Context: an optimization exercise on an open-source flow, tuned for a short achievable clock period and few clock cycles. The choices shown serve that exercise and are no tape-out recipe. Function was checked by simulation only, so behaviour that the tests miss may differ from the original. No run shown here takes its clock network from TritonCTS; it comes from the design's own scripts or RTL. The flow treats the clock pin as an ideal source. Dropping or thinning the clock tree relies on that and would not hold on a real chip. Power is estimated from default activity; no workload was simulated.

<file path="flow/design.v">
package console_geom_pkg;
  localparam int LINE_WIDTH   = 16;   
  localparam int SCREEN_LINES = 4;    
  localparam int FONT_ROWS    = 2;    
  localparam int BUF_LINES    = 16;
  localparam int COL_BITS     = 4;
  localparam int LINE_BITS    = 4;
  localparam int ADDR_BITS    = 8;    
  localparam int MAX_TAB      = 7;    
  localparam int SLOTS        = SCREEN_LINES;
  typedef logic [LINE_BITS-1:0] line_idx_t;   
  typedef logic [COL_BITS-1:0]  col_idx_t;    
  typedef struct packed {
    line_idx_t line;
    col_idx_t  col;
  } line_col_t;
  typedef union packed {
    logic [ADDR_BITS-1:0] flat;
    line_col_t            lc;
  } buf_addr_u;
endpackage
package console_code_pkg;
  localparam logic [7:0] BS_CODE    = 8'h08;   
  localparam logic [7:0] HT_CODE    = 8'h09;   
  localparam logic [7:0] LF_CODE    = 8'h0A;   
  localparam logic [7:0] CR_CODE    = 8'h0D;   
  localparam logic [7:0] DEL_CODE   = 8'h7F;   
  localparam logic [7:0] CTRL_LIMIT = 8'd32;   
  localparam logic [7:0] BLANK_CHAR = 8'h00;   
  typedef enum logic [2:0] {
    op_print,
    op_backspace,
    op_newline,     
    op_tab
  } write_op_e;
  typedef struct packed {
    write_op_e  op;
    logic [7:0] ch;
  } write_cmd_t;
endpackage
`timescale 1ns/1ns
module char_decoder (
  input  logic       clk,
  input  logic       rst,
  input  logic       i_char_stb,
  input  logic [7:0] i_char,
  input  logic       i_alt_func_en,   
  input  logic [2:0] i_tab_count,
  input  logic       i_clear_screen_stb,
  output logic       o_wr_char_rdy,
  output logic       o_print,         
  output logic       o_bs,
  output logic       o_tab,
  output logic       o_nl,
  output logic [7:0] o_ch,
  output logic [7:0] o_tab_oh,        
  output logic [6:0] o_tab_th,        
  output logic       o_clr            
);
  logic take;
  logic is_bs, is_ht, is_nl, is_ctrl;
  assign o_wr_char_rdy = 1'b1;
  assign take          = i_char_stb && !rst;
  assign is_bs   = (i_char == console_code_pkg::BS_CODE);
  assign is_ht   = (i_char == console_code_pkg::HT_CODE);
  assign is_nl   = (i_char == console_code_pkg::LF_CODE) || (i_char == console_code_pkg::CR_CODE);
  assign is_ctrl = (i_char < console_code_pkg::CTRL_LIMIT) || (i_char == console_code_pkg::DEL_CODE);
  always_ff @(posedge clk) begin
    o_print <= take && (i_alt_func_en || !is_ctrl);
    o_bs    <= take && !i_alt_func_en && is_bs;
    o_tab   <= take && !i_alt_func_en && is_ht;
    o_nl    <= take && !i_alt_func_en && is_nl;
    o_clr   <= rst || i_clear_screen_stb;
    o_ch    <= i_char;
    for (int k = 0; k < 8; k++) begin
      o_tab_oh[k] <= (i_tab_count == 3'(k));
    end
    for (int k = 0; k < 7; k++) begin
      o_tab_th[k] <= (i_tab_count > 3'(k));
    end
  end
endmodule
`timescale 1ns/1ns
module cursor_writer (
  input  logic        clk,
  input  logic        i_print,
  input  logic        i_bs,
  input  logic        i_tab,
  input  logic        i_nl,
  input  logic [7:0]  i_tab_oh,
  input  logic [6:0]  i_tab_th,
  input  logic        i_clr,
  output logic [3:0]  o_line_oh,    
  output logic [3:0]  o_wrap_oh,    
  output logic [15:0] o_print_col,  
  output logic [15:0] o_blank_col,  
  output logic        o_clr,        
  output logic [7:0]  o_ch,
  output logic [3:0]  o_top_oh,     
  output logic        o_top0_print,  
  output logic        o_top0_kill,   
  input  logic [7:0]  i_ch
);
  localparam int W = console_geom_pkg::LINE_WIDTH;
  localparam int S = console_geom_pkg::SLOTS;
  logic [S-1:0] line_oh;
  logic [W-1:0] col_oh;    
  logic [S-1:0] top_oh;
  logic [1:0]   moves;     
  logic [W-1:0] bs_col;    
  logic [W-1:0] tab_col;   
  logic [S-1:0] nxt_oh;
  logic         tab_wrap;  
  logic         wrap;
  always_comb begin
    for (int c = 0; c < W; c++) begin
      tab_col[c] = 1'b0;
      for (int k = 0; k < 8; k++) begin
        if (c - k >= 0) tab_col[c] = tab_col[c] | (col_oh[c-k] & i_tab_oh[k]);
      end
      bs_col[c] = (c == W - 1) ? 1'b0 : col_oh[c+1];
    end
    bs_col[0] = col_oh[1] | col_oh[0];
    tab_wrap = 1'b0;
    for (int k = 0; k < 7; k++) begin
      tab_wrap = tab_wrap | (col_oh[W-1-k] & i_tab_th[k]);
    end
  end
  assign wrap   = (i_print && col_oh[W-1]) || (i_tab && tab_wrap) || i_nl;
  assign nxt_oh = {line_oh[S-2:0], line_oh[S-1]};
  assign o_top_oh = top_oh;
  always_ff @(posedge clk) begin
    o_clr       <= i_clr;
    o_ch        <= i_ch;
    o_line_oh   <= line_oh;
    o_wrap_oh   <= wrap ? nxt_oh : '0;
    o_print_col <= i_print ? col_oh : '0;
    o_blank_col <= i_bs ? bs_col : '0;
    o_top0_print <= !i_clr && (moves == 2'd0) && i_print && col_oh[0];
    o_top0_kill  <= i_clr || ((moves == 2'd0) && i_bs && bs_col[0]);
  end
  always_ff @(posedge clk) begin
    if (i_clr) begin
      line_oh <= S'(1);
      col_oh  <= W'(1);
      top_oh  <= S'(1);
      moves   <= '0;
    end else begin
      if (wrap) begin
        line_oh <= nxt_oh;
        if (moves == 2'd3) begin
          top_oh <= {top_oh[S-2:0], top_oh[S-1]};
        end else begin
          moves <= moves + 2'd1;
        end
      end
      if (wrap) begin
        col_oh <= W'(1);
      end else if (i_print) begin
        col_oh <= {col_oh[W-2:0], 1'b0};
      end else if (i_bs) begin
        col_oh <= bs_col;
      end else if (i_tab) begin
        col_oh <= tab_col;
      end
    end
  end
endmodule
`timescale 1ns/1ns
module char_ram (
  input  logic         clk,
  input  logic         i_clr,         
  input  logic [3:0]   i_line_oh,
  input  logic [3:0]   i_wrap_oh,     
  input  logic [15:0]  i_print_col,
  input  logic [15:0]  i_blank_col,
  input  logic [7:0]   i_ch,
  input  logic [3:0]   i_rot_oh,      
  output logic [31:0]  o_col0,        
  output logic [31:0]  o_col1         
);
  localparam int W = console_geom_pkg::LINE_WIDTH;
  localparam int S = console_geom_pkg::SLOTS;
  logic [127:0] mem   [S];
  logic [127:0] mem_d [S];
  always_comb begin
    for (int l = 0; l < S; l++) begin
      for (int c = 0; c < W; c++) begin
        if (i_clr || i_wrap_oh[l] || (i_line_oh[l] && i_blank_col[c])) begin
          mem_d[l][8*c +: 8] = console_code_pkg::BLANK_CHAR;
        end else if (i_line_oh[l] && i_print_col[c]) begin
          mem_d[l][8*c +: 8] = i_ch;
        end else if (i_rot_oh[l]) begin
          mem_d[l][8*c +: 8] = mem[l][8*((c+1)%W) +: 8];
        end else begin
          mem_d[l][8*c +: 8] = mem[l][8*c +: 8];
        end
      end
    end
  end
  always_ff @(posedge clk) begin
    for (int l = 0; l < S; l++) begin
      mem[l] <= mem_d[l];
    end
  end
  always_comb begin
    for (int l = 0; l < S; l++) begin
      o_col0[8*l +: 8] = mem[l][7:0];
      o_col1[8*l +: 8] = mem[l][15:8];
    end
  end
endmodule
`timescale 1ns/1ns
module frame_reader (
  input  logic         clk,
  input  logic         rst,
  input  logic         i_read_frame_stb,
  input  logic         i_char_req_en,
  input  logic [3:0]   i_top_oh,     
  input  logic [31:0]  i_col0,
  input  logic [31:0]  i_col1,
  input  logic [7:0]   i_ch,         
  input  logic         i_top0_print,  
  input  logic         i_top0_kill,   
  output logic [3:0]   o_rot_oh,
  output logic         o_char_rdy,
  output logic [7:0]   o_char
);
  localparam int S = console_geom_pkg::SLOTS;
  logic         act;       
  logic         first;     
  logic [7:0]   p;         
  logic         b_end;     
  logic [S-1:0] cur_oh;    
  logic [S-1:0] nxt_oh;
  logic [S-1:0] cur_nxt;
  logic         b_end_nxt;
  logic [S-1:0] sel0;      
  logic [S-1:0] sel1;      
  logic [7:0]   top0, byp, pick;
  assign nxt_oh   = {cur_oh[S-2:0], cur_oh[S-1]};
  assign cur_nxt  = first ? i_top_oh : (o_char_rdy && b_end) ? nxt_oh : cur_oh;
  assign b_end_nxt = !i_read_frame_stb && (p[4:0] == 5'd31);
  always_comb begin
    top0 = '0;
    pick = '0;
    for (int l = 0; l < S; l++) begin
      top0 = top0 | (i_top_oh[l] ? i_col0[8*l +: 8] : '0);
      pick = pick | (sel0[l] ? i_col0[8*l +: 8] : '0) | (sel1[l] ? i_col1[8*l +: 8] : '0);
    end
    byp = i_top0_print ? i_ch : (i_top0_kill ? 8'h00 : top0);
  end
  always_ff @(posedge clk) begin
    if (rst) begin
      act        <= 1'b0;
      first      <= 1'b0;
      o_char_rdy <= 1'b0;
      o_rot_oh   <= '0;
    end else begin
      o_char_rdy <= act && i_char_req_en;
      o_rot_oh   <= (act && i_char_req_en) ? cur_nxt : '0;
      first      <= i_read_frame_stb;
      if (i_read_frame_stb) begin
        act <= 1'b1;
      end else if (act && i_char_req_en && (p == 8'd127)) begin
        act <= 1'b0;
      end
    end
  end
  always_ff @(posedge clk) begin
    if (i_read_frame_stb) begin
      p <= '0;
    end else if (i_char_req_en) begin
      p <= p + 8'd1;
    end
    b_end <= b_end_nxt;
    o_char <= first ? byp : pick;
    if (i_char_req_en) begin
      sel0 <= b_end_nxt ? {cur_nxt[S-2:0], cur_nxt[S-1]} : '0;
      sel1 <= b_end_nxt ? '0 : cur_nxt;
    end else begin
      sel0 <= cur_nxt;
      sel1 <= '0;
    end
    cur_oh <= cur_nxt;
  end
endmodule
`timescale 1ns/1ns
module console_buffer (
  input  logic       clk,
  input  logic       rst,
  input  logic       i_char_stb,
  input  logic [7:0] i_char,
  input  logic       i_alt_func_en,
  input  logic [2:0] i_tab_count,
  input  logic       i_clear_screen_stb,
  output logic       o_wr_char_rdy,
  input  logic       i_read_frame_stb,
  input  logic       i_char_req_en,
  output logic       o_char_rdy,
  output logic [7:0] o_char
);
  logic         print, bs, tab, nl, clr, clr_w;
  logic [7:0]   ch, ch_w;
  logic         top0_print, top0_kill;
  logic [7:0]   tab_oh;
  logic [6:0]   tab_th;
  logic [15:0]  print_col, blank_col;
  logic [3:0]   line_oh, wrap_oh, top_oh, rot_oh;
  logic [31:0]  col0, col1;
  char_decoder u_char_decoder (
    .clk(clk), .rst(rst),
    .i_char_stb(i_char_stb), .i_char(i_char), .i_alt_func_en(i_alt_func_en),
    .i_tab_count(i_tab_count), .i_clear_screen_stb(i_clear_screen_stb),
    .o_wr_char_rdy(o_wr_char_rdy),
    .o_print(print), .o_bs(bs), .o_tab(tab), .o_nl(nl), .o_ch(ch),
    .o_tab_oh(tab_oh), .o_tab_th(tab_th), .o_clr(clr)
  );
  cursor_writer u_cursor_writer (
    .clk(clk),
    .i_print(print), .i_bs(bs), .i_tab(tab), .i_nl(nl),
    .i_tab_oh(tab_oh), .i_tab_th(tab_th), .i_clr(clr),
    .o_line_oh(line_oh), .o_wrap_oh(wrap_oh), .o_print_col(print_col),
    .o_blank_col(blank_col), .o_clr(clr_w), .o_ch(ch_w),
    .o_top_oh(top_oh), .o_top0_print(top0_print), .o_top0_kill(top0_kill), .i_ch(ch)
  );
  char_ram u_char_ram (
    .clk(clk), .i_clr(clr_w),
    .i_line_oh(line_oh), .i_wrap_oh(wrap_oh), .i_print_col(print_col),
    .i_blank_col(blank_col), .i_ch(ch_w),
    .i_rot_oh(rot_oh), .o_col0(col0), .o_col1(col1)
  );
  frame_reader u_frame_reader (
    .clk(clk), .rst(rst),
    .i_read_frame_stb(i_read_frame_stb), .i_char_req_en(i_char_req_en),
    .i_top_oh(top_oh), .i_col0(col0), .i_col1(col1), .i_ch(ch_w), .i_top0_print(top0_print), .i_top0_kill(top0_kill),
    .o_rot_oh(rot_oh), .o_char_rdy(o_char_rdy), .o_char(o_char)
  );
endmodule
</file>
<file path="flow/flow/run.sh">
#!/bin/bash
# The standard layout, with the clock tree replaced after CTS by a two-level inverter tree (flow/post_cts.tcl).
# make's output goes to standard.log; each ORFS step keeps its own log under orfs/logs.
set -euo pipefail
here=$(pwd)
export POST_CTS_TCL="$here/flow/post_cts.tcl"
bash standard.sh > "$here/standard.log" 2>&1
</file>
<file path="flow/flow/post_cts.tcl">
# Replace the clock tree that CTS made with a two-level tree of inverters: the clock
# port drives NROOT root inverters, each at the centre of a group of leaf inverters; each
# leaf inverter sits at the centre of a compact group of at most LEAF_MAX clock sinks.
# Groups come from recursive halving along x and y, so every sink sees the same two
# inverters from the port, and so the clock's own polarity.
set blk      [ord::get_db_block]
set db       [ord::get_db]
set nroot 4
set leaf_max 48
set leaf_cell sky130_fd_sc_hd__clkinv_16
set root_cell sky130_fd_sc_hd__clkinv_16
set port_net [[$blk findBTerm clk] getNet]

# Registers that drive an output port through its port buffer go next to that buffer,
# so the register-to-port path has no long wire (detailed placement legalises them)
foreach bt [$blk getBTerms] {
  if {[$bt getIoType] ne "OUTPUT"} { continue }
  set pbuf ""
  foreach it [[$bt getNet] getITerms] { if {[$it isOutputSignal]} { set pbuf [$it getInst] } }
  if {$pbuf eq "" || [$pbuf findITerm A] eq "NULL" || [[$pbuf findITerm A] getNet] eq "NULL"} { continue }
  foreach it [[[$pbuf findITerm A] getNet] getITerms] {
    if {[$it isOutputSignal] && [[[$it getInst] getMaster] isSequential]} {
      lassign [$pbuf getLocation] bx by
      [$it getInst] setLocation $bx $by
      puts "post_cts: [[$it getInst] getName] moved next to [$pbuf getName]"
    }
  }
}

proc is_clk_cell {inst} {
  set n [$inst getName]
  return [expr {[string match "clkbuf_*" $n] || [string match "clkload*" $n]}]
}

# Walk the tree from the port: clock buffers and dummy loads go, everything else is a sink
set sinks {}
set dead_insts {}
set dead_nets {}
set todo [list $port_net]
while {[llength $todo]} {
  set net [lindex $todo 0]
  set todo [lrange $todo 1 end]
  foreach it [$net getITerms] {
    if {[$it isOutputSignal]} { continue }
    set inst [$it getInst]
    if {[is_clk_cell $inst]} {
      lappend dead_insts $inst
      foreach ot [$inst getITerms] {
        if {[$ot isOutputSignal] && [$ot getNet] ne "NULL"} {
          lappend todo [$ot getNet]
          lappend dead_nets [$ot getNet]
        }
      }
    } else {
      lappend sinks $it
    }
  }
}
puts "post_cts: [llength $sinks] sinks, removing [llength $dead_insts] clock cells"
foreach it $sinks { $it disconnect }
foreach inst $dead_insts {
  foreach it [$inst getITerms] { if {[$it getNet] ne "NULL"} { $it disconnect } }
  odb::dbInst_destroy $inst
}
foreach net [lsort -unique $dead_nets] { odb::dbNet_destroy $net }

proc item_xy {it} {
  if {[catch {set xy [$it getAvgXY]}] || [lindex $xy 0] == 0} {
    set b [[$it getInst] getBBox]
    return [list [expr {([$b xMin] + [$b xMax]) / 2}] [expr {([$b yMin] + [$b yMax]) / 2}]]
  }
  return [lrange $xy 1 2]
}

# Split items (each {x y obj}) into 2^k groups of at most max items, halving along the longer side
proc split_groups {items max} {
  if {[llength $items] <= $max} { return [list $items] }
  set xs {}; set ys {}
  foreach i $items { lappend xs [lindex $i 0]; lappend ys [lindex $i 1] }
  set xs [lsort -integer $xs]; set ys [lsort -integer $ys]
  set axis [expr {([lindex $xs end] - [lindex $xs 0]) >= ([lindex $ys end] - [lindex $ys 0]) ? 0 : 1}]
  set sorted [lsort -integer -index $axis $items]
  set h [expr {[llength $sorted] / 2}]
  return [concat [split_groups [lrange $sorted 0 [expr {$h - 1}]] $max] \
                 [split_groups [lrange $sorted $h end] $max]]
}

proc centre {items} {
  set sx 0; set sy 0
  foreach i $items { set sx [expr {$sx + [lindex $i 0]}]; set sy [expr {$sy + [lindex $i 1]}] }
  set n [llength $items]
  return [list [expr {$sx / $n}] [expr {$sy / $n}]]
}

proc add_buf {blk master name xy in_net} {
  set inst [odb::dbInst_create $blk $master $name]
  $inst setLocation [lindex $xy 0] [lindex $xy 1]
  $inst setPlacementStatus PLACED
  set net [odb::dbNet_create $blk "${name}_net"]
  $net setSigType CLOCK
  [$inst findITerm A] connect $in_net
  foreach it [$inst getITerms] { if {[$it isOutputSignal]} { $it connect $net } }
  return [list $inst $net]
}

set items {}
foreach it $sinks { lappend items [concat [item_xy $it] [list $it]] }
set leaf_groups [split_groups $items $leaf_max]
set leaf_items {}
set k 0
foreach g $leaf_groups { lappend leaf_items [concat [centre $g] [list $g]] }
set root_groups [split_groups $leaf_items [expr {int(ceil([llength $leaf_items] / double($nroot)))}]]
puts "post_cts: [llength $leaf_groups] leaf buffers in [llength $root_groups] root groups"

set lm [$db findMaster $leaf_cell]
set rm [$db findMaster $root_cell]
set r 0
set l 0
foreach rg $root_groups {
  lassign [add_buf $blk $rm "clkinv_root_$r" [centre $rg] $port_net] rinst rnet
  foreach li $rg {
    lassign [add_buf $blk $lm "clkinv_leaf_$l" [lrange $li 0 1] $rnet] linst lnet
    foreach s [lindex $li 2] { [lindex $s 2] connect $lnet }
    incr l
  }
  incr r
}
$port_net setSigType CLOCK

# Legalise the new buffers, then repair timing on the new tree as CTS did on its own
detailed_placement
estimate_parasitics -placement
repair_timing_helper
detailed_placement
check_placement -verbose
</file>
<file path="flow/standard.sh">
#!/bin/bash
# synth_recipe.tcl (not shown) runs the flow's synth.tcl, then flattens the netlist and writes it again
# the make line also repeats each setting of config.mk as NAME=value (left out here)
make -C /OpenROAD-flow-scripts/flow DESIGN_CONFIG=/design/flow/config.mk WORK_HOME=/design/flow/orfs CLKGATE_MAP_FILE= SYNTH_SCRIPT=/design/flow/synth_recipe.tcl "${@:-finish}"
</file>
<file path="flow/config.mk">
export PLATFORM = sky130hd
export DESIGN_NAME = console_buffer
export DESIGN_NICKNAME = console_buffer
export VERILOG_FILES = /design/flow/design.v
export SDC_FILE = /design/flow/constraint.sdc
export NUM_CORES = 4
export LEC_CHECK = 0
export ABC_CLOCK_PERIOD_IN_PS = 1000
export CAP_MARGIN = 20
export CORE_MARGIN = 2
export CORE_UTILIZATION = 55
export SETUP_SLACK_MARGIN = 3.4
export SLEW_MARGIN = 20
export SYNTH_MEMORY_MAX_BITS = 4096
export TNS_END_PERCENT = 100
</file>
<file path="flow/constraint.sdc">
create_clock -name core_clock -period 5.0 [get_ports {clk}]
set_input_delay 1.0000 -clock core_clock [delete_from_list [all_inputs] [get_ports {clk}]]
set_output_delay 1.0000 -clock core_clock [all_outputs]
set_load 0.01 [all_outputs]
</file>
==> results of run 1 <==
-- power by group --
group          internal, mW  leakage, nW  switching (mW)  total, mW
Combinational         0.123         3.66           0.287      0.409
Sequential             5.22         5.29          0.0853       5.31
Clock                 0.319        0.228            1.83       2.15
-- Yosys cell counts, drive strengths merged --
cell type,instances,area share [%]
xor2,5,0.16
nor3,10,0.25
nor4b,2,0.062
and3,5,0.11
a31oi,4,0.089
xnor2,1,0.031
mux2,5,0.20
inv,16,0.21
nor3b,4,0.11
a2bb2oi,1,0.031
a31o,2,0.062
a211oi,520,14
buf,77,1.4
conb,1,0.013
and4,1,0.031
a22oi,74,2.0
a221o,1,0.036
nor2b,3,0.067
clkbuf,170,2.3
nand3,18,0.36
a222oi,13,0.46
nand2b,13,0.29
o2bb2ai,1,0.031
a221oi,9,0.28
o21ai,4,0.071
and2,34,0.76
mux2i,523,19
or3,1,0.022
nor4,1,0.022
ha,4,0.18
nor2,560,7.5
a21o,1,0.027
nand4,10,0.22
dfxtp,652,46
o31ai,1,0.027
a32oi,1,0.031
or2,11,0.24
a41o,1,0.036
a21boi,1,0.040
nand3b,2,0.053
o22ai,5,0.11
a21oi,37,0.66
nand2,203,2.7
-- cell families after synthesis --
group | synth area share [%]
compound gates | 17.83
xor+xnor | 0.1867
fa+ha+maj | 0.1778
buf+inv | 3.840
flops | 46.37
mux | 18.80
other cells | 0.01332
simple gates | 12.78
-- through the flow --
step | utilization, % | hold slack [ps]
after floorplan | - | 309.6
after global placement | 56.50 | 310.2
after detailed placement | 56.50 | 312.5
after global routing | 60.55 | 335.0
final | 60.55 | 330.0
-- area by class of cell --
type | instances | area, um^2 | area share [%]
Inverter | 36 | 660.6 | 2.166
Multi-Input combinational cell | 2094 | 14480 | 47.46
Sequential cell | 652 | 13150 | 43.12
Tap cell | 672 | 840.8 | 2.757
Timing Repair Buffer | 108 | 1370 | 4.492
-- metal layers --
layer	part of all wire, %	routed length, um
met1	44	40430
met2	44	40620
met3	7.1	6474
met4	4.1	3767
met5	0.020	18
-- worst max-delay path: stages, from the launching register on --
cell and delay, ps:
dfxtp_4 360, a222oi_1 330, buf_4 180, a31o_4 170, buf_6 100, buf_6 100, nand3_4 140, or2_4 310
-- sequential cells by signal, summed over array words and instances (netlist names), 7 cells and up --
name,count
u_cursor_writer.col_oh,16
u_char_decoder.o_ch,8
u_char_decoder.o_tab_th,7
u_cursor_writer.o_ch,8
u_frame_reader.p,8
u_char_ram.mem,512
u_frame_reader.o_char,8
u_char_decoder.o_tab_oh,8
u_cursor_writer.o_print_col,16
u_cursor_writer.o_blank_col,15
-- path summary, 6_finish.rpt --
check / start / endpoint / slack, ps / cells after the start
max: u_cursor_writer.col_oh[13] / u_cursor_writer.col_oh[0] / 3200 / 7
min: u_char_decoder.o_ch[1] / u_cursor_writer.o_ch[1] / 330 / 0
max reg2reg: u_cursor_writer.col_oh[13] / u_cursor_writer.col_oh[0] / 3200 / 7
min reg2reg: u_char_decoder.o_ch[1] / u_cursor_writer.o_ch[1] / 330 / 0
==> run_results.csv, run 1 <==
group,metric,value,unit
run_status,status,"timing/DRC/antenna clean",
grt,grt_pass1_wl,134500,um
floorplanning,coreArea,0.05038,mm^2
power,power_density,258.0,mW/mm^2
finish,layout_common_cells,"dfxtp_1, nor2_1, mux2i_1",
grt,grt_util_all_layers,33.28,%
placed_design,dp_slack,2413,ps
worst_setup_path,crit_arrival,1940,ps
grt,top_usage_layer,"met2",
yosys,netlist_area,0.02815,mm^2
routing,wl_per_cell,25.63,um
sta,setup_viol,0,
yosys,avgSynthCellArea,9.358,um^2
finish,finalInstanceArea,0.03050,mm^2
grt,grt_overflow,0,
floorplanning,die-area,0.05301,mm^2
worst_setup_path,required,5140,ps
floorplanning,io_pins,28,
clocking,cts.sinks,652,
grt,use_met3,5.308,%
sta,rsz0062_at_grt,"yes",
sta,min_period,1797,ps
routing,via_per_inst,6.345,
yosys,netlist_instances,3008,
clocking,clkTransAtPathRegs,90,ps
placed_design,numPortBuffers,26,
worst_setup_path,cp_max_fo,5,
sta,fin_setup_tns,0,ps
finish,layout_commonest_cell,"dfxtp_1",
finish,num_antenna_cells,0,
clocking,clock_latency,260,ps
sta,finalCritPeriodShare,35.95,%
sta,maxSlewHeadroom,43.79,%
yosys,ys_seq_area_share,46.37,%
grt,grt_max_degree,67,
finish,layout.nets,2914,
floorplanning,rows,82,
finish,fill_cells,4263,
placed_design,dp_hpwl,51040,um
yosys,yosys_warnings,6,
floorplanning,initial_core_util,55.88,%
sta,worst_pin_slew,842.1,ps
sta,worst_slack,3203,ps
power,p_leak,9.171,nW
power,vdd_drop_max,0.2660,mV
sta,drv_slew,0,
routing,wl,91310,um
grt,grtUsageMet2,51.46,%
routing,drt-initial-drc-count,2330,
yosys,synth.distinct_cells,51,
yosys,ys_seq_elements,652,
yosys,syn-num-nets,3030,
power,p_total,7.868,mW
grt,antenna_found_initial,3,
sta,fmax,556.4,MHz
routing,drc,0,
routing,drt_first_pass_iters,10,
grt,grt_use_met1,46.55,%
placed_design,gp_congestion,0.9492,
worst_setup_path,start_kind,"flip-flop",
worst_setup_path,critPathKind,"reg -> reg",
routing,ant_nets,0,
worst_setup_path,crit_path_end_kind,"flip-flop",
finish,finalNonFillerCells,3562,
floorplanning,die_y,230.2,um
finish,drive_gt1_share,10.31,%
sta,fin_worst_skew,25.61,ps
routing,dr_total_vias,22600,
grt,first_global_vias,21500,
sta,hold_viol,0,
floorplanning,die_w,230.2,um
worst_hold_path,hold_path.class,"reg -> reg",
placed_design,place_area,0.02846,mm^2
placed_design,dp_cells,3477,
flow_run,max_cap_violations,0,
finish,syn_to_final_growth,8.352,%
Testbench counts, summed over its fixed seeds: cycles 30,826.
==> inputs of run 2 (changes only) <==
--- a/flow/config.mk
+++ b/flow/config.mk
@@ -7,3 +7,3 @@
 export LEC_CHECK = 0
-export ABC_CLOCK_PERIOD_IN_PS = 1000
+export ABC_CLOCK_PERIOD_IN_PS = 1500
 export CAP_MARGIN = 20
==> run_results.csv, run 2 <==
group,metric,value,unit
yosys,yosys_warnings,6,
yosys,ys_top_cells_by_area,"dfxtp_1, mux2i_1, a211oi_1",
worst_setup_path,cp_top_family,"compound AO/OA/AOI/OAI gates",
placed_design,gp_congestion,0.9492,
power,vdd_drop_max,0.2673,mV
placed_design,dp_hpwl,51040,um
worst_setup_path,start_kind,"flip-flop",
sta,min_period,1811,ps
placed_design,dp_slack,2413,ps
routing,wl_per_cell,25.64,um
routing,via_per_inst,6.332,
yosys,avgSynthCellArea,9.358,um^2
flow_run,max_cap_violations,0,
grt,grt_util_all_layers,33.28,%
yosys,syn-num-nets,3030,
worst_setup_path,critPathKind,"reg -> reg",
sta,drv_slew,0,
sta,fmax,552.3,MHz
routing,drt-initial-drc-count,2421,
yosys,synth.distinct_cells,51,
yosys,synth_top_area_cell,"dfxtp_1",
sta,fin_setup_tns,0,ps
worst_setup_path,crit_path_top_delay_cell,"dfxtp_4",
routing,dr_total_vias,22560,
sta,setup_viol,0,
finish,layout.nets,2914,
finish,multi_input_area,0.01448,mm^2
yosys,ys_seq_elements,652,
finish,regMostFlops,"u_char_ram.mem",
floorplanning,coreArea,0.05038,mm^2
power,p_total,7.870,mW
clocking,cts.sinks,652,
sta,worst_slack,3189,ps
yosys,ys_seq_area_share,46.37,%
power,power_density,258.0,mW/mm^2
worst_setup_path,startpoint,"u_cursor_writer.col_oh[13]",
worst_setup_path,crit_path_max_incr_delay,370,ps
yosys,ys.flop_type,"dfxtp_1",
yosys,synth.most_common_cell,"dfxtp_1",
routing,drc,0,
grt,grt_pass1_wl,134500,um
worst_hold_path,hold_path.class,"reg -> reg",
finish,register_area,0.01315,mm^2
grt,grt_overflow,0,
power,p_leak,9.171,nW
clocking,clock_latency,260,ps
yosys,netlist_area,0.02815,mm^2
finish,largest_reg_flops,512,
yosys,synth.top_cell.area_share,46.37,%
floorplanning,initial_core_util,55.88,%
finish,layout_common_cells,"dfxtp_1, nor2_1, mux2i_1",
grt,first_global_vias,21500,
clocking,clkTransAtPathRegs,100,ps
routing,ant_nets,0,
sta,rsz0062_at_grt,"yes",
routing,wl,91370,um
worst_setup_path,crit_arrival,1950,ps
run_status,status,"timing/DRC/antenna clean",
sta,fin_worst_skew,20.21,ps
floorplanning,io_pins,28,
sta,worst_pin_slew,855.7,ps
sta,hold_viol,0,
sta,finalCritPeriodShare,36.21,%
yosys,synth-edff-count,0,
finish,layout_commonest_cell,"dfxtp_1",
floorplanning,die_y,230.2,um
floorplanning,die-area,0.05301,mm^2
worst_setup_path,crit_buf_inv,3,
finish,utilization,60.55,%
worst_setup_path,cp_max_fo,5,
yosys,netlist_instances,3008,
worst_setup_path,cpMostUsedCell,"buf_6",
sta,maxSlewHeadroom,42.87,%
finish,fill_cells,4262,
yosys,postSynth.asyncResetShare,0,%
finish,drive_gt1_share,10.31,%
grt,antenna_found_initial,3,
placed_design,numPortBuffers,26,
grt,grt_max_degree,67,
finish,syn_to_final_growth,8.361,%
yosys,synth_common_cells,"dfxtp_1, nor2_1, mux2i_1",
floorplanning,die_w,230.2,um
worst_setup_path,crit_chain,"a222oi_1, buf_4, a31o_4, buf_6, buf_6, nand3_4, or2_4",
floorplanning,rows,82,
finish,top_regs,"u_char_ram.mem: 512 flops, u_cursor_writer.col_oh: 16 flops, u_cursor_writer.o_print_col: 16 flops",
worst_setup_path,crit_path_end_kind,"flip-flop",
worst_setup_path,r2r-start,"u_cursor_writer.col_oh[13]",
worst_setup_path,required,5140,ps
routing,drt_first_pass_iters,9,
worst_hold_path,min_from,"u_char_decoder.o_ch[1]",
-- run 2: changes by cell type in the layout (fill, tap and decap cells not counted), sizes merged --
cell,delta
diode,+1
-- run 2: kinds of logic after synthesis --
logic type | count (synthesis) | share of synthesized area [%]
buffers and inverters | 263 | 3.840
other | 1 | 0.01332
muxes | 528 | 18.80
and+or+nand+nor | 878 | 12.78
adders and majority gates | 4 | 0.1778
DFF | 652 | 46.37
AOI/OAI and AO/OA | 676 | 17.83
xor gates and xnor gates | 6 | 0.1867
-- run 2: stage by stage --
step	cell area, um^2	hold slack (ps)	std cells
2_1_floorplan	28170	309.6	3008
3_3_place_gp	28460	310.2	3477
3_5_place_dp	28460	312.5	3477
5_1_grt	30500	335.0	3562
6_report	30500	330.1	3563
-- run 2: worst paths after layout --
check	cells past startpoint	to	slack, ps
setup / recovery	7	u_cursor_writer.col_oh[0]	3190
hold / removal	0	u_cursor_writer.o_ch[1]	330
setup reg to reg	7	u_cursor_writer.col_oh[0]	3190
hold reg to reg	0	u_cursor_writer.o_ch[1]	330
-- run 2: metal layers --
layer	GRT usage (%)	part of all wire, %	vias to the layer above	routed length, um
li1	-	-	10650	-
met1	46.55	44	10950	40420
met2	51.46	45	811	40870
met3	5.308	6.9	153	6341
met4	13.15	4.1	2	3714
met5	0	0.020	-	18
-- run 2: worst reg2reg max path: stages (launching register included) --
cell,delay (ps)
dfxtp_4,370
a222oi_1,340
buf_4,180
a31o_4,170
buf_6,100
buf_6,100
nand3_4,140
or2_4,310
-- run 2: report_power, final --
part	total [mW]	switching [mW]	internal, mW
sequential	5.31	0.0860	5.22
combinational	0.410	0.287	0.123
clock	2.15	1.83	0.319
-- run 2: cell type report --
cell class / count / share of cell area (%)
antenna: 1 / 0.008204
tap: 672 / 2.756
inverter: 36 / 2.166
multi-input combinational: 2094 / 47.46
timing repair buffer: 108 / 4.492
sequential: 652 / 43.12
==> inputs of run 3 (changes only) <==
--- a/flow/design.v
+++ b/flow/design.v
@@ -62,3 +62,3 @@
   assign o_wr_char_rdy = 1'b1;
-  assign take          = i_char_stb && !rst;
+  assign take          = i_char_stb;
   assign is_bs   = (i_char == console_code_pkg::BS_CODE);
@@ -110,12 +110,13 @@
   logic [W-1:0] bs_col;    
-  logic [W-1:0] tab_col;   
+  logic [7:0]   shift;     
+  logic [6:0]   reach;     
+  logic [W-1:0] col_nxt;
   logic [S-1:0] nxt_oh;
-  logic         tab_wrap;  
   logic         wrap;
   always_comb begin
+    shift    = i_tab ? i_tab_oh : 8'(!(i_print || i_bs || i_nl));
+    shift[1] = shift[1] | i_print;
+    reach    = i_tab ? i_tab_th : '0;
+    reach[0] = reach[0] | i_print;
     for (int c = 0; c < W; c++) begin
-      tab_col[c] = 1'b0;
-      for (int k = 0; k < 8; k++) begin
-        if (c - k >= 0) tab_col[c] = tab_col[c] | (col_oh[c-k] & i_tab_oh[k]);
-      end
       bs_col[c] = (c == W - 1) ? 1'b0 : col_oh[c+1];
@@ -123,8 +124,14 @@
     bs_col[0] = col_oh[1] | col_oh[0];
-    tab_wrap = 1'b0;
+    wrap = i_nl;
     for (int k = 0; k < 7; k++) begin
-      tab_wrap = tab_wrap | (col_oh[W-1-k] & i_tab_th[k]);
+      wrap = wrap | (col_oh[W-1-k] & reach[k]);
+    end
+    for (int c = 0; c < W; c++) begin
+      col_nxt[c] = i_bs & bs_col[c];
+      for (int k = 0; k < 8; k++) begin
+        if (c - k >= 0) col_nxt[c] = col_nxt[c] | (col_oh[c-k] & shift[k]);
+      end
     end
+    col_nxt[0] = col_nxt[0] | wrap;
   end
-  assign wrap   = (i_print && col_oh[W-1]) || (i_tab && tab_wrap) || i_nl;
   assign nxt_oh = {line_oh[S-2:0], line_oh[S-1]};
@@ -148,2 +155,3 @@
     end else begin
+      col_oh <= col_nxt;
       if (wrap) begin
@@ -156,11 +164,2 @@
       end
-      if (wrap) begin
-        col_oh <= W'(1);
-      end else if (i_print) begin
-        col_oh <= {col_oh[W-2:0], 1'b0};
-      end else if (i_bs) begin
-        col_oh <= bs_col;
-      end else if (i_tab) begin
-        col_oh <= tab_col;
-      end
     end
--- a/flow/config.mk
+++ b/flow/config.mk
@@ -11,3 +11,3 @@
 export CORE_UTILIZATION = 55
-export SETUP_SLACK_MARGIN = 3.4
+export SETUP_SLACK_MARGIN = 3.7
 export SLEW_MARGIN = 20
==> run_results.csv, run 3 <==
group,metric,value,unit
worst_setup_path,cp_max_fo,2,
worst_setup_path,critPathKind,"reg -> out",
yosys,synth.top_cell.area_share,46.71,%
worst_setup_path,reg2reg_setup_slack,3420,ps
routing,drt-initial-drc-count,2586,
finish,drive_gt1_share,20.03,%
yosys,synth.distinct_cells,51,
finish,top_regs,"u_char_ram.mem: 512 flops, u_cursor_writer.col_oh: 16 flops, u_cursor_writer.o_print_col: 16 flops",
power,combPwrFrac,6.9,%
worst_setup_path,rr_worst_depth,6,
worst_setup_path,worst-path-stages,1,
flow_run,max_cap_violations,0,
placed_design,gp_congestion,0.8944,
power,p_sw,2.260,mW
routing,drc,0,
worst_setup_path,r2r-start,"u_char_decoder.o_tab",
worst_setup_path,start_kind,"flip-flop",
run_status,status,"timing/DRC/antenna clean",
sta,rsz0062_at_grt,"yes",
yosys,syn-num-nets,2993,
finish,finalInstanceArea,0.03298,mm^2
worst_setup_path,crit_chain,"buf_6",
sta,finalCritPeriodShare,34.60,%
yosys,postSynth.asyncResetShare,0,%
grt,grt_overflow,0,
placed_design,dp_slack,2092,ps
routing,wl_per_cell,26.89,um
sta,setup_viol,0,
worst_setup_path,crit_path_max_incr_delay,370,ps
finish,regMostFlops,"u_char_ram.mem",
floorplanning,die_w,229.4,um
floorplanning,initial_core_util,55.70,%
worst_setup_path,crit_path_top_delay_cell,"dfxtp_4",
floorplanning,die_y,229.4,um
floorplanning,io_pins,28,
routing,ant_nets,0,
power,vdd_drop_max,0.2283,mV
yosys,synth_common_cells,"dfxtp_1, nor2_1, mux2i_1",
grt,grt_pass1_wl,141700,um
sta,fin_setup_tns,0,ps
worst_setup_path,cp_top_family,"flip-flops",
finish,layout.nets,2969,
placed_design,place_area,0.02837,mm^2
yosys,yosys_warnings,6,
sta,worst_pin_slew,575.0,ps
yosys,synth_top_area_cell,"dfxtp_1",
worst_setup_path,crit_arrival,730,ps
finish,layout_commonest_cell,"dfxtp_1",
worst_setup_path,crit_path_end_kind,"output port",
finish,syn_to_final_growth,18.03,%
placed_design,dp_hpwl,49910,um
floorplanning,die-area,0.05262,mm^2
yosys,synth-edff-count,0,
clocking,clkTransAtPathRegs,100,ps
yosys,ys.flop_type,"dfxtp_1",
sta,min_period,1730,ps
yosys,synth.most_common_cell,"dfxtp_1",
worst_hold_path,worstHoldPathCells,0,
yosys,ys_seq_area_share,46.71,%
yosys,avgSynthCellArea,9.405,um^2
sta,maxSlewHeadroom,61.61,%
worst_setup_path,required,4000,ps
placed_design,numPortBuffers,26,
routing,drt_first_pass_iters,8,
power,sw_frac_of_total,28.28,%
finish,layout_common_cells,"dfxtp_1, nor2_1, mux2i_1",
worst_setup_path,crit_end,"o_char_rdy",
floorplanning,coreArea,0.05017,mm^2
sta,fin_worst_skew,26.57,ps
sta,drv_slew,0,
clocking,cts.sinks,652,
power,power_density,242.3,mW/mm^2
sta,hold_viol,0,
sta,fmax,578.1,MHz
finish,largest_reg_flops,512,
worst_setup_path,timing.rr.end,"u_cursor_writer.col_oh[14]",
power,p_leak,10.29,nW
yosys,ys_top_cells_by_area,"dfxtp_1, mux2i_1, a211oi_1",
worst_setup_path,startpoint,"u_frame_reader.o_char_rdy",
finish,fill_cells,3915,
worst_setup_path,crit_buf_inv,1,
grt,grt_max_degree,42,
floorplanning,rows,82,
clocking,clock_latency,260,ps
yosys,netlist_instances,2971,
grt,grt_util_all_layers,35.18,%
sta,worst_slack,3270,ps
yosys,netlist_area,0.02794,mm^2
grt,antenna_found_initial,6,
grt,first_global_vias,22080,
worst_hold_path,hold_path.class,"reg -> reg",
power,clkPwrFrac,27.2,%
routing,wl,97310,um
power,internal_power,5.730,mW
routing,dr_total_vias,23370,
routing,via_per_inst,6.458,
power,sequentialPowerShare,65.9,%
yosys,ys_seq_elements,652,
## run 3: cell count changes after synthesis, sizes merged, moves of 3 or more
cell and delta:
a22oi -23, a21oi +17, nor2 -17, a22o +9, nor3 -9, nand4 -7
a2111oi +6, nand3 -6, clkbuf -4, nand2b -4, a21o +3, o21ai +3
## run 3: worst min-delay path by stage
stage / from / endpoint / slack (ps)
after global routing: u_char_decoder.o_ch[1] / u_cursor_writer.o_ch[1] / 340
final: u_char_decoder.o_ch[2] / u_cursor_writer.o_ch[2] / 330
after detailed placement: u_char_decoder.o_ch[5] / u_cursor_writer.o_ch[5] / 310
after floorplan: u_char_decoder.o_ch[0] / u_cursor_writer.o_ch[0] / 310
after global placement: u_char_decoder.o_ch[1] / u_cursor_writer.o_ch[1] / 310
## run 3: logic make-up (layout without fill, tap and decap cells)
family / after synthesis / after routing / share of synthesized area, %
fa+ha+maj: 4 / 4 / 0.1791
flops: 652 / 652 / 46.71
compound gates: 689 / 689 / 18.27
mux: 528 / 528 / 18.94
xor+xnor: 5 / 5 / 0.1567
simple gates: 834 / 834 / 11.96
buf+inv: 258 / 232 / 3.766
other cells: 1 / 3 / 0.01342
## run 3: metal layers
metal,wire [um],GRT usage [%]
met4,3609,11.08
met2,42670,54.13
met3,8748,7.445
met1,42230,49.36
met5,46,0
## run 3: final cells by class
| class | count | area [um^2] | share of cell area (%) |
|---|---|---|---|
| antenna | 2 | 5.005 | 0.01518 |
| inverter | 35 | 663.1 | 2.011 |
| multi-input combinational | 2061 | 15210 | 46.13 |
| sequential | 652 | 13240 | 40.15 |
| tap | 672 | 840.8 | 2.549 |
| timing repair buffer | 197 | 3015 | 9.143 |
## run 3: power groups by stage
stage	Combinational (mW)	Sequential, mW	Clock, mW
after floorplan	0.216	5.35	0
after global placement	0.228	5.46	0
after detailed placement	0.232	5.46	0
after global routing	0.563	5.27	2.37
final	0.552	5.27	2.17
## run 3: stage by stage
step | total power, mW | instances | utilization (%) | hold slack (ps)
3_5_place_dp | 5.696 | 3438 | 56.55 | 313.9
5_1_grt | 8.204 | 3617 | 65.73 | 336.8
3_3_place_gp | 5.691 | 3438 | 56.55 | 310.0
2_1_floorplan | 5.571 | 2971 | - | 309.6
6_report | 7.990 | 3619 | 65.74 | 328.9
Testbench counts of run 3, summed over its fixed seeds: cycles 30,826.
==> inputs of run 4 (changes only) <==
--- a/flow/config.mk
+++ b/flow/config.mk
@@ -11,3 +11,3 @@
 export CORE_UTILIZATION = 55
-export SETUP_SLACK_MARGIN = 3.7
+export SETUP_SLACK_MARGIN = 3.4
 export SLEW_MARGIN = 20
==> run_results.csv, run 4 <==
group,metric,value,unit
run_status,status,"timing/DRC/antenna clean",
sta,rsz0062_at_grt,"yes",
sta,worst_pin_slew,852.4,ps
worst_setup_path,critPathKind,"reg -> out",
grt,antenna_found_initial,5,
sta,maxSlewHeadroom,43.10,%
flow_run,max_cap_violations,0,
worst_setup_path,start_kind,"flip-flop",
yosys,ys_top_cells_by_area,"dfxtp_1, mux2i_1, a211oi_1",
finish,top_regs,"u_char_ram.mem: 512 flops, u_cursor_writer.col_oh: 16 flops, u_cursor_writer.o_print_col: 16 flops",
yosys,synth_common_cells,"dfxtp_1, nor2_1, mux2i_1",
finish,layout.nets,2864,
yosys,synth-edff-count,0,
yosys,ys_seq_area_share,46.71,%
floorplanning,die_y,229.4,um
yosys,synth.most_common_cell,"dfxtp_1",
grt,grt_pass1_wl,131700,um
grt,first_global_vias,21130,
worst_setup_path,rr_worst_depth,5,
sta,fin_worst_skew,27.52,ps
placed_design,dp_hpwl,49060,um
yosys,netlist_instances,2971,
finish,num_antenna_cells,0,
finish,layout_common_cells,"dfxtp_1, nor2_1, a211oi_1",
power,p_leak,9.002,nW
floorplanning,coreArea,0.05017,mm^2
floorplanning,io_pins,28,
sta,fmax,588.0,MHz
worst_setup_path,startpoint,"u_frame_reader.o_char_rdy",
worst_setup_path,timing.rr.end,"u_frame_reader.sel0[0]",
sta,setup_viol,0,
clocking,clkTransAtPathRegs,90,ps
floorplanning,rows,82,
routing,dr_total_vias,22110,
sta,drv_slew,0,
yosys,synth.top_cell.area_share,46.71,%
yosys,ys.flop_type,"dfxtp_1",
worst_setup_path,crit_buf_inv,1,
yosys,avgSynthCellArea,9.405,um^2
yosys,postSynth.asyncResetShare,0,%
yosys,synth.distinct_cells,51,
power,power_density,260.6,mW/mm^2
clocking,cts.sinks,652,
floorplanning,die_w,229.4,um
finish,syn_to_final_growth,7.590,%
routing,wl,87740,um
routing,drt_first_pass_iters,6,
yosys,synth_top_area_cell,"dfxtp_1",
yosys,ys_seq_elements,652,
routing,drc,0,
worst_setup_path,crit_path_max_incr_delay,340,ps
grt,grt_max_degree,65,
sta,finalCritPeriodShare,34.01,%
worst_hold_path,worstHoldPathCells,0,
routing,ant_nets,0,
power,p_total,7.835,mW
worst_setup_path,crit_chain,"buf_6",
grt,grt_overflow,0,
sta,fin_setup_tns,0,ps
finish,regMostFlops,"u_char_ram.mem",
worst_setup_path,crit_path_end_kind,"output port",
yosys,syn-num-nets,2993,
worst_setup_path,reg2reg_setup_slack,3410,ps
worst_setup_path,r2r-start,"u_frame_reader.o_char_rdy",
placed_design,numPortBuffers,26,
floorplanning,die-area,0.05262,mm^2
clocking,clock_latency,250,ps
worst_hold_path,hold_path.class,"reg -> reg",
finish,layout_commonest_cell,"dfxtp_1",
floorplanning,initial_core_util,55.70,%
worst_setup_path,crit_arrival,700,ps
worst_setup_path,cp_max_fo,2,
sta,hold_viol,0,
worst_setup_path,required,4000,ps
sta,min_period,1701,ps
routing,drt-initial-drc-count,2230,
yosys,netlist_area,0.02794,mm^2
worst_setup_path,crit_path_top_delay_cell,"dfxtp_2",
worst_setup_path,cp_top_family,"flip-flops",
yosys,yosys_warnings,6,
power,vdd_drop_max,0.2320,mV
finish,largest_reg_flops,512,
routing,via_per_inst,6.296,
worst_hold_path,min_to,"u_cursor_writer.o_ch[7]",
placed_design,gp_congestion,0.9282,
routing,wl_per_cell,24.98,um
grt,grt_util_all_layers,32.32,%
worst_hold_path,min_from,"u_char_decoder.o_ch[7]",
finish,fill_cells,4260,
finish,drive_gt1_share,7.958,%
## run 4: cell counts after synthesis
Identical to the previous run, type by type.
## run 4: cell type report
cell class                      instances  area, um^2  share of cell area [%]
Multi-Input combinational cell       2061       14110                   46.95
Sequential cell                       652       13160                   43.78
Timing Repair Buffer                   92        1290                   4.291
Tap cell                              672       840.8                   2.797
Inverter                               35       656.9                   2.185
## run 4: through the flow
step                      cell area, um^2  cells  setup WS [ps]  utilization (%)  hold WS, ps
final                               30060   3512           3299            59.92        329.5
after global routing                30060   3512           3278            59.92        334.5
after detailed placement            28240   3436           2271            56.28        311.8
after global placement              28240   3436           2322            56.28        313.3
after floorplan                     27970   2971           3288                -        309.6
## run 4: how the worst max path moves through the flow
stage                                end  slack (ps)  depth (start not counted)
floorplan           u_char_decoder.o_tab        3290                          3
global placement     u_frame_reader.p[5]        2320                          4
detailed placement   u_frame_reader.p[5]        2270                          4
global route                  o_char_rdy        3280                          1
finish                        o_char_rdy        3300                          1
## run 4: power breakdown
group | internal (mW) | switching, mW | leakage [nW]
Combinational | 0.113 | 0.254 | 3.49
Sequential | 5.22 | 0.0875 | 5.29
Clock | 0.321 | 1.84 | 0.228
Total | 5.65 | 2.19 | 9.00
## run 4: cells by family after synthesis
family	count (synthesis)	synth area share [%]
AO/OA/AOI/OAI	689	18.27
XOR/XNOR	5	0.1567
adder cells (fa/ha/maj)	4	0.1791
buffers and inverters	258	3.766
flip-flops	652	46.71
multiplexers	528	18.94
other	1	0.01342
AND/OR/NAND/NOR	834	11.96
## run 4: metal layers
| metal | wire length [um] | global-route usage (%) | vias up |
|---|---|---|---|
| met3 | 6515 | 4.968 | 114 |
| li1 | - | - | 10460 |
| met4 | 2164 | 8.807 | 0 |
| met5 | 0 | 0 | - |
| met2 | 38870 | 50.57 | 804 |
| met1 | 40190 | 46.37 | 10730 |
==> inputs of run 5 (changes only) <==
--- a/flow/design.v
+++ b/flow/design.v
@@ -60,14 +60,18 @@
   logic take;
-  logic is_bs, is_ht, is_nl, is_ctrl;
+  logic is_ctrl;
   assign o_wr_char_rdy = 1'b1;
   assign take          = i_char_stb;
-  assign is_bs   = (i_char == console_code_pkg::BS_CODE);
-  assign is_ht   = (i_char == console_code_pkg::HT_CODE);
-  assign is_nl   = (i_char == console_code_pkg::LF_CODE) || (i_char == console_code_pkg::CR_CODE);
   assign is_ctrl = (i_char < console_code_pkg::CTRL_LIMIT) || (i_char == console_code_pkg::DEL_CODE);
+  logic       ctl_hi;         
+  logic [2:0] ctl_lo;         
+  assign o_bs  = ctl_hi && ctl_lo[0];
+  assign o_tab = ctl_hi && ctl_lo[1];
+  assign o_nl  = ctl_hi && ctl_lo[2];
   always_ff @(posedge clk) begin
-    o_print <= take && (i_alt_func_en || !is_ctrl);
-    o_bs    <= take && !i_alt_func_en && is_bs;
-    o_tab   <= take && !i_alt_func_en && is_ht;
-    o_nl    <= take && !i_alt_func_en && is_nl;
+    o_print   <= take && (i_alt_func_en || !is_ctrl);
+    ctl_hi    <= take && !i_alt_func_en && (i_char[7:4] == 4'h0);
+    ctl_lo[0] <= (i_char[3:0] == console_code_pkg::BS_CODE[3:0]);
+    ctl_lo[1] <= (i_char[3:0] == console_code_pkg::HT_CODE[3:0]);
+    ctl_lo[2] <= (i_char[3:0] == console_code_pkg::LF_CODE[3:0]) ||
+                 (i_char[3:0] == console_code_pkg::CR_CODE[3:0]);
     o_clr   <= rst || i_clear_screen_stb;
==> run_results.csv, run 5 <==
group,metric,value,unit
placed_design,dp_hpwl,49740,um
yosys,ys_seq_area_share,46.71,%
worst_setup_path,required,4000,ps
finish,utilization,59.85,%
finish,regMostFlops,"u_char_ram.mem",
yosys,synth-edff-count,0,
sta,fin_setup_tns,0,ps
grt,first_global_vias,20890,
worst_setup_path,crit_arrival,710,ps
routing,dr_wl_met3,8025,um
sta,fin_worst_skew,24.13,ps
finish,drive_gt1_share,8.589,%
worst_setup_path,timing.rr.end,"u_frame_reader.o_char[0]",
sta,hold_viol,0,
power,p_leak,9.024,nW
grt,grt_pass1_wl,129900,um
worst_setup_path,r2r-start,"u_cursor_writer.o_top0_print",
grt,antenna_found_initial,1,
flow_run,max_cap_violations,0,
clocking,clock_latency,250,ps
finish,layout_common_cells,"dfxtp_1, nor2_1, a211oi_1",
floorplanning,coreArea,0.05017,mm^2
sta,setup_viol,0,
worst_setup_path,rr_worst_depth,4,
sta,worst_pin_slew,803.1,ps
floorplanning,rows,82,
floorplanning,die_w,229.6,um
yosys,synth_common_cells,"dfxtp_1, nor2_1, a211oi_1",
sta,worst_slack,3292,ps
yosys,yosys_warnings,6,
sta,rsz0062_at_grt,"yes",
sta,fmax,585.4,MHz
yosys,syn-num-nets,2998,
yosys,ys_top_cells_by_area,"dfxtp_1, mux2i_1, a211oi_1",
finish,layout.nets,2865,
worst_setup_path,cp_max_fo,2,
worst_setup_path,crit_path_max_incr_delay,360,ps
placed_design,gp_congestion,0.9709,
placed_design,dp_slack,2181,ps
power,power_density,261.9,mW/mm^2
worst_setup_path,critPathKind,"reg -> out",
routing,wl_per_cell,25.07,um
sta,drv_slew,0,
finish,layout_commonest_cell,"dfxtp_1",
clocking,cts.sinks,653,
worst_setup_path,start_kind,"flip-flop",
floorplanning,die-area,0.05270,mm^2
grt,grt_max_degree,129,
grt,grt_util_all_layers,31.91,%
routing,top_layer,"met4",
run_status,status,"timing/DRC/antenna clean",
finish,fill_cells,4255,
worst_setup_path,reg2reg_setup_slack,3400,ps
power,vdd_drop_max,0.2314,mV
routing,via_per_inst,6.340,
routing,ant_nets,0,
routing,drc,0,
worst_hold_path,hold_path.class,"reg -> reg",
routing,met2_length,37660,um
routing,wl,88160,um
yosys,synth.top_cell.area_share,46.71,%
clocking,clkTransAtPathRegs,100,ps
sta,min_period,1708,ps
routing,drt-met1-wl,39180,um
yosys,ys_seq_elements,653,
yosys,avgSynthCellArea,9.404,um^2
worst_setup_path,crit_path_top_delay_cell,"dfxtp_4",
sta,maxSlewHeadroom,46.38,%
yosys,netlist_area,0.02799,mm^2
routing,drt-initial-drc-count,2590,
yosys,synth_top_area_cell,"dfxtp_1",
floorplanning,initial_core_util,55.78,%
sta,holdWs,329.5,ps
floorplanning,die_y,229.6,um
worst_setup_path,crit_path_end_kind,"output port",
yosys,synth.most_common_cell,"dfxtp_1",
routing,drt_first_pass_iters,7,
grt,grt_overflow,0,
worst_setup_path,crit_end,"o_char_rdy",
yosys,postSynth.asyncResetShare,0,%
worst_setup_path,startpoint,"u_frame_reader.o_char_rdy",
worst_setup_path,worst-path-stages,1,
yosys,ys.flop_type,"dfxtp_1",
routing,dr_total_vias,22290,
finish,syn_to_final_growth,7.287,%
floorplanning,io_pins,28,
worst_setup_path,cp_top_family,"flip-flops",
worst_setup_path,crit_chain,"buf_6",
yosys,netlist_instances,2976,
finish,largest_reg_flops,512,
placed_design,numPortBuffers,26,
finish,top_regs,"u_char_ram.mem: 512 flops, u_cursor_writer.col_oh: 16 flops, u_cursor_writer.o_print_col: 16 flops",
worst_setup_path,crit_buf_inv,1,
sta,finalCritPeriodShare,34.16,%
yosys,synth.distinct_cells,55,
==> run 5: cell types whose count changed after synthesis, sizes merged, moves of 4 or more <==
cell	change
and2	-16
nand2b	-7
buf	+7
a2111oi	-6
nand3	+4
nand2	+17
a21oi	-10
a222oi	+6
a22o	-8
clkbuf	-6
and3	+17
==> run 5: kinds of logic (layout without fill, tap and decap cells) <==
family,after synthesis,after routing,share of synthesized area (%)
muxes,527,527,18.88
other,1,4,0.01340
DFF,653,653,46.71
AOI/OAI and AO/OA,680,680,18.08
and+or+nand+nor,847,847,12.09
xor gates and xnor gates,4,4,0.1252
adders and majority gates,4,4,0.1788
buffers and inverters,260,125,3.916
==> run 5: how the worst min path moves through the flow <==
stage | end | startpoint | cells after the start | slack (ps)
3_3_place_gp | u_cursor_writer.o_ch[7] | u_char_decoder.o_ch[7] | 0 | 310
6_report | u_cursor_writer.o_ch[7] | u_char_decoder.o_ch[7] | 0 | 330
2_1_floorplan | u_cursor_writer.o_ch[0] | u_char_decoder.o_ch[0] | 0 | 310
5_1_grt | u_cursor_writer.o_ch[2] | u_char_decoder.o_ch[2] | 0 | 330
3_5_place_dp | u_cursor_writer.o_ch[7] | u_char_decoder.o_ch[7] | 0 | 310
==> run 5: per-stage QoR <==
stage / std cells / instance area, um^2 / total power [mW]
after detailed placement: 3441 / 28240 / 5.701
final: 3516 / 30030 / 7.863
after global placement: 3441 / 28240 / 5.697
after floorplan: 2976 / 28000 / 5.574
after global routing: 3513 / 30020 / 8.091
==> run 5: where the power goes <==
group	total (mW)	switching, mW	internal [mW]
clock	2.17	1.85	0.321
combinational	0.378	0.262	0.115
sequential	5.31	0.0883	5.23
==> run 5: final cells by class <==
cell class / instances / area (um^2) / area share (%)
diodes: 3 / 7.507 / 0.02500
multi-input cells: 2063 / 14150 / 47.12
repair buffers: 89 / 1191 / 3.967
flip-flops and latches: 653 / 13180 / 43.89
well taps: 672 / 840.8 / 2.800
inverters: 36 / 660.6 / 2.200
==> run 5: routing by layer <==
| layer | global-route usage (%) | up-vias |
|---|---|---|
| met4 | 10.49 | 0 |
| met2 | 47.75 | 937 |
| met3 | 6.399 | 159 |
| li1 | - | 10500 |
| met5 | 0 | - |
| met1 | 45.94 | 10690 |
Testbench counts of run 5, summed over its fixed seeds: cycles 30,826.
==> inputs of run 6 (changes only) <==
--- a/flow/config.mk
+++ b/flow/config.mk
@@ -10,3 +10,3 @@
 export CORE_MARGIN = 2
-export CORE_UTILIZATION = 55
+export CORE_UTILIZATION = 65
 export SETUP_SLACK_MARGIN = 3.4
==> run_results.csv, run 6 <==
group,metric,value,unit
run_status,status,"timing/DRC/antenna clean",
yosys,synth_top_family_by_area,"multiplexers",
power,vdd_drop_max,0.2197,mV
yosys,netlist_area,0.02799,mm^2
worst_setup_path,crit_path_top_delay_cell,"dfxtp_4",
grt,grt_use_met1,54.77,%
placed_design,dp_hpwl,47260,um
routing,drt-initial-drc-count,2900,
yosys,synth.top_cell.area_share,46.71,%
sta,hold_viol,0,
sta,rsz0062_at_grt,"yes",
grt,grt_max_degree,64,
finish,drive_gt1_share,7.695,%
power,p_leak,8.971,nW
sta,fmax,585.3,MHz
worst_setup_path,crit_chain,"buf_6",
grt,grt_util_all_layers,37.18,%
routing,ant_nets,0,
placed_design,dp_cells,3313,
floorplanning,rows,76,
yosys,synth_simple_gate_area_share,12.09,%
finish,layout_commonest_cell,"dfxtp_1",
routing,dr_total_vias,22800,
finish,regMostFlops,"u_char_ram.mem",
grt,grtUsageMet2,54.89,%
yosys,syn-num-nets,2998,
yosys,synth_compound_area_share,18.08,%
floorplanning,die_y,211.5,um
yosys,synth-xor-area-share,0.1252,%
grt,grt_overflow,0,
worst_setup_path,start_kind,"flip-flop",
yosys,synth.most_common_cell,"dfxtp_1",
grt,antenna_found_initial,0,
yosys,netlist_instances,2976,
yosys,ys.flop_type,"dfxtp_1",
yosys,synth-edff-count,0,
finish,finalNonFillerCells,3380,
yosys,synth_common_cells,"dfxtp_1, nor2_1, a211oi_1",
floorplanning,io_pins,28,
finish,utilization,69.52,%
sta,worst_slack,3292,ps
worst_setup_path,crit_path_end_kind,"output port",
yosys,synth.distinct_cells,55,
sta,worst_pin_slew,804.3,ps
worst_setup_path,cp_top_family,"flip-flops",
grt,use_met3,7.135,%
routing,wl_per_cell,25.74,um
clocking,clkTransAtPathRegs,100,ps
placed_design,numPortBuffers,26,
sta,fin_setup_tns,0,ps
yosys,ys_top_cells_by_area,"dfxtp_1, mux2i_1, a211oi_1",
yosys,ys_seq_area_share,46.71,%
yosys,synthAdderAreaFrac,0.1788,%
finish,multi_input_area,0.01407,mm^2
sta,min_period,1708,ps
worst_setup_path,crit_arrival,710,ps
worst_setup_path,cp_max_fo,2,
clocking,clock_latency,240,ps
finish,largest_reg_flops,512,
floorplanning,initial_core_util,65.40,%
finish,syn_to_final_growth,6.295,%
yosys,yosys_warnings,6,
worst_setup_path,crit_path_max_incr_delay,360,ps
placed_design,dp_slack,2226,ps
floorplanning,die-area,0.04473,mm^2
routing,drt_first_pass_iters,12,
yosys,synth_top_area_cell,"dfxtp_1",
worst_hold_path,hold_path.class,"reg -> reg",
floorplanning,die_w,211.5,um
power,power_density,262.3,mW/mm^2
routing,via_per_inst,6.746,
yosys,postSynth.asyncResetShare,0,%
sta,finalCritPeriodShare,34.17,%
grt,first_global_vias,20850,
finish,register_area,0.01318,mm^2
sta,maxSlewHeadroom,46.30,%
flow_run,max_cap_violations,0,
sta,setup_viol,0,
finish,fill_cells,3269,
finish,layout_common_cells,"dfxtp_1, nor2_1, a211oi_1",
sta,holdWs,328.8,ps
yosys,ys_seq_elements,653,
grt,top_usage_layer,"met2",
routing,drc,0,
yosys,muxShareOfSynthArea,18.88,%
yosys,avgSynthCellArea,9.404,um^2
grt,grt_pass1_wl,127600,um
finish,layout.nets,2857,
finish,top_regs,"u_char_ram.mem: 512 flops, u_cursor_writer.col_oh: 16 flops, u_cursor_writer.o_print_col: 16 flops",
worst_setup_path,critPathKind,"reg -> out",
placed_design,gp_congestion,0.9788,
routing,wl,86990,um
clocking,cts.sinks,653,
worst_setup_path,required,4000,ps
sta,fin_worst_skew,24.78,ps
worst_setup_path,crit_buf_inv,1,
sta,drv_slew,0,
floorplanning,coreArea,0.04279,mm^2
==> run 6: cell count changes in the layout (fill, tap and decap cells not counted), moves of 3 or more <==
cell,change
buf_12,+4
buf_4,-10
nand2_1,+5
nand2_2,-5
o21ai_1,+3
o21ai_2,-4
==> run 6: worst paths after layout <==
path / start / slack (ps) / cells after the start / to
setup / recovery: u_frame_reader.o_char_rdy / 3290 / 1 / o_char_rdy
hold / removal: u_char_decoder.o_ch[1] / 330 / 0 / u_cursor_writer.o_ch[1]
setup reg to reg: u_cursor_writer.o_print_col[13] / 3400 / 2 / u_char_ram.mem[2][106]
hold reg to reg: u_char_decoder.o_ch[1] / 330 / 0 / u_cursor_writer.o_ch[1]
==> run 6: power by group <==
group	switching [mW]	total [mW]	internal, mW
logic	0.255	0.366	0.111
clock network	1.79	2.11	0.321
registers	0.0980	5.32	5.22
==> run 6: final cells by class <==
| cell class | count | share of cell area, % |
|---|---|---|
| antenna | 1 | 0.008412 |
| inverter | 36 | 2.221 |
| multi-input combinational | 2063 | 47.30 |
| sequential | 653 | 44.31 |
| tap | 546 | 2.296 |
| timing repair buffer | 81 | 3.874 |
==> run 6: stage by stage <==
stage,area [um^2],total power [mW]
6_report,29750,7.803
5_1_grt,29750,8.048
3_5_place_dp,28040,5.691
3_3_place_gp,28040,5.684
2_1_floorplan,28000,5.574
==> run 6: kinds of logic (layout without fill, tap and decap cells) <==
logic type,after synthesis,after routing
flip-flops,653,653
other,1,2
buffers and inverters,260,117
AO/OA/AOI/OAI,680,680
adder cells (fa/ha/maj),4,4
AND/OR/NAND/NOR,847,847
XOR/XNOR,4,4
multiplexers,527,527
==> run 6: per-layer routing <==
metal / vias to the layer above / part of all wire (%) / wire [um]
met3: 189 / 11 / 9426
met5: - / 0 / 0
li1: 10510 / - / -
met2: 1211 / 42 / 36620
met4: 0 / 3.8 / 3338
met1: 10890 / 43 / 37600
==> inputs of run 7 (changes only) <==
--- a/flow/config.mk
+++ b/flow/config.mk
@@ -10,3 +10,3 @@
 export CORE_MARGIN = 2
-export CORE_UTILIZATION = 65
+export CORE_UTILIZATION = 72
 export SETUP_SLACK_MARGIN = 3.4
==> run_results.csv, run 7 <==
group,metric,value,unit
yosys,synth.top_cell.area_share,46.71,%
routing,drc,0,
grt,grt_pass1_wl,123300,um
yosys,postSynth.asyncResetShare,0,%
finish,fill_cells,2545,
yosys,ys_seq_elements,653,
worst_hold_path,hold_path.class,"reg -> reg",
worst_setup_path,crit_chain,"nand2_1, a211oi_1",
power,sw_frac_of_total,27.11,%
sta,min_period,1733,ps
yosys,avgSynthCellArea,9.404,um^2
sta,holdWs,329.1,ps
power,sequentialPowerShare,68.4,%
yosys,syn-num-nets,2998,
grt,grt_max_degree,51,
yosys,ys.flop_type,"dfxtp_1",
power,combPwrFrac,4.4,%
placed_design,numPortBuffers,26,
power,power_density,261.7,mW/mm^2
power,p_leak,8.928,nW
sta,rsz0062_at_grt,"yes",
clocking,clkTransAtPathRegs,90,ps
yosys,muxShareOfSynthArea,18.88,%
grt,grt_util_all_layers,38.48,%
yosys,ys_top_cells_by_area,"dfxtp_1, mux2i_1, a211oi_1",
routing,wl_per_cell,24.11,um
routing,dr_wl_met3,8139,um
worst_setup_path,start_kind,"flip-flop",
yosys,yosys_warnings,6,
finish,layout.nets,2857,
yosys,ys_seq_area_share,46.71,%
yosys,synth-edff-count,0,
floorplanning,io_pins,28,
yosys,synth_top_family_by_area,"multiplexers",
yosys,synth.distinct_cells,55,
power,vdd_drop_max,0.2534,mV
clocking,cts.sinks,653,
yosys,netlist_area,0.02799,mm^2
floorplanning,die_w,201.2,um
routing,wl,80850,um
worst_setup_path,required,5140,ps
finish,syn_to_final_growth,5.861,%
yosys,synth-xor-area-share,0.1252,%
routing,top_layer,"met5",
sta,fin_setup_tns,0,ps
floorplanning,coreArea,0.03847,mm^2
finish,top_regs,"u_char_ram.mem: 512 flops, u_cursor_writer.col_oh: 16 flops, u_cursor_writer.o_print_col: 16 flops",
routing,drt-initial-drc-count,2711,
routing,dr_total_vias,22690,
clocking,clock_latency,240,ps
grt,grt_overflow,0,
worst_setup_path,crit_path_top_delay_cell,"dfxtp_1",
finish,layout_common_cells,"dfxtp_1, nor2_1, a211oi_1",
yosys,synth_top_area_cell,"dfxtp_1",
run_status,status,"timing/DRC/antenna clean",
worst_setup_path,crit_path_max_incr_delay,760,ps
floorplanning,initial_core_util,72.76,%
yosys,synthAdderAreaFrac,0.1788,%
floorplanning,die_y,201.2,um
yosys,synth_common_cells,"dfxtp_1, nor2_1, a211oi_1",
yosys,netlist_instances,2976,
worst_setup_path,crit_path_end_kind,"flip-flop",
yosys,synth.most_common_cell,"dfxtp_1",
power,clkPwrFrac,27.2,%
grt,first_global_vias,21460,
power,p_sw,2.102,mW
routing,met2_length,35720,um
finish,drive_gt1_share,7.377,%
yosys,synth_simple_gate_area_share,12.09,%
sta,worst_pin_slew,783.7,ps
placed_design,dp_cells,3293,
worst_setup_path,crit_arrival,1870,ps
worst_setup_path,cp_max_fo,16,
placed_design,gp_congestion,1.024,
worst_setup_path,critPathKind,"reg -> reg",
sta,fmax,577.0,MHz
yosys,synth_compound_area_share,18.08,%
finish,largest_reg_flops,512,
sta,setup_viol,0,
routing,via_per_inst,6.765,
routing,drt_first_pass_iters,5,
sta,hold_viol,0,
finish,finalNonFillerCells,3354,
routing,drt-met1-wl,33330,um
sta,maxSlewHeadroom,47.69,%
floorplanning,die-area,0.04046,mm^2
sta,drv_slew,0,
sta,finalCritPeriodShare,34.66,%
routing,ant_nets,0,
placed_design,dp_hpwl,48110,um
finish,regMostFlops,"u_char_ram.mem",
power,internal_power,5.652,mW
flow_run,max_cap_violations,0,
finish,layout_commonest_cell,"dfxtp_1",
grt,antenna_found_initial,1,
floorplanning,rows,72,
sta,fin_worst_skew,17.14,ps
run 7: kinds of logic after synthesis:
kind of cell / Yosys count
flops: 653
other cells: 1
fa+ha+maj: 4
mux: 527
compound gates: 680
buf+inv: 260
simple gates: 847
xor+xnor: 4
run 7: stage by stage:
| stage | power [mW] | setup slack, ps | util, % | area (um^2) |
|---|---|---|---|---|
| after global routing | 7.963 | 3215 | 77.00 | 29620 |
| final | 7.754 | 3267 | 77.02 | 29630 |
| after global placement | 5.686 | 2282 | 72.89 | 28040 |
| after detailed placement | 5.694 | 2196 | 72.89 | 28040 |
| after floorplan | 5.574 | 3357 | - | 28000 |
run 7: power by group through the flow:
stage	Sequential (mW)	Combinational (mW)	Clock, mW
after floorplan	5.36	0.210	0
after detailed placement	5.43	0.260	0
after global routing	5.31	0.359	2.30
after global placement	5.43	0.253	0
final	5.30	0.343	2.11
run 7: layout make-up:
class	count	area, um^2	share of cell area [%]
timing repair buffer	81	1056	3.564
antenna	3	7.507	0.02534
tap	518	648.1	2.188
multi-input combinational	2063	14080	47.52
sequential	653	13180	44.47
inverter	36	660.6	2.230
run 7: worst paths after layout:
path | startpoint | end | slack [ps] | cells past startpoint
setup reg to reg | u_cursor_writer.o_print_col[5] | u_char_ram.mem[0][40] | 3270 | 2
setup / recovery | u_cursor_writer.o_print_col[5] | u_char_ram.mem[0][40] | 3270 | 2
hold / removal | u_char_decoder.o_ch[5] | u_cursor_writer.o_ch[5] | 330 | 0
hold reg to reg | u_char_decoder.o_ch[5] | u_cursor_writer.o_ch[5] | 330 | 0
run 7: metal layers:
metal	track usage (%)	up-vias
li1	-	10510
met1	53.05	10850
met2	58.40	1122
met3	8.358	210
met4	16.67	4
met5	1.190	-
run 7: worst max-delay path: cells and delay by family, from the launching register on:
kind | cells | cell delay, ps
flops | 1 | 760
simple gates | 1 | 510
compound gates | 1 | 360

Check on run 7: ideal ports give 3.267 ns setup slack; a clkbuf_16 on the clock port and buf_2 on the inputs give 3.020 ns; moving port delays by the midpoint clock arrival (0.492 ns) as well gives 3.115 ns.
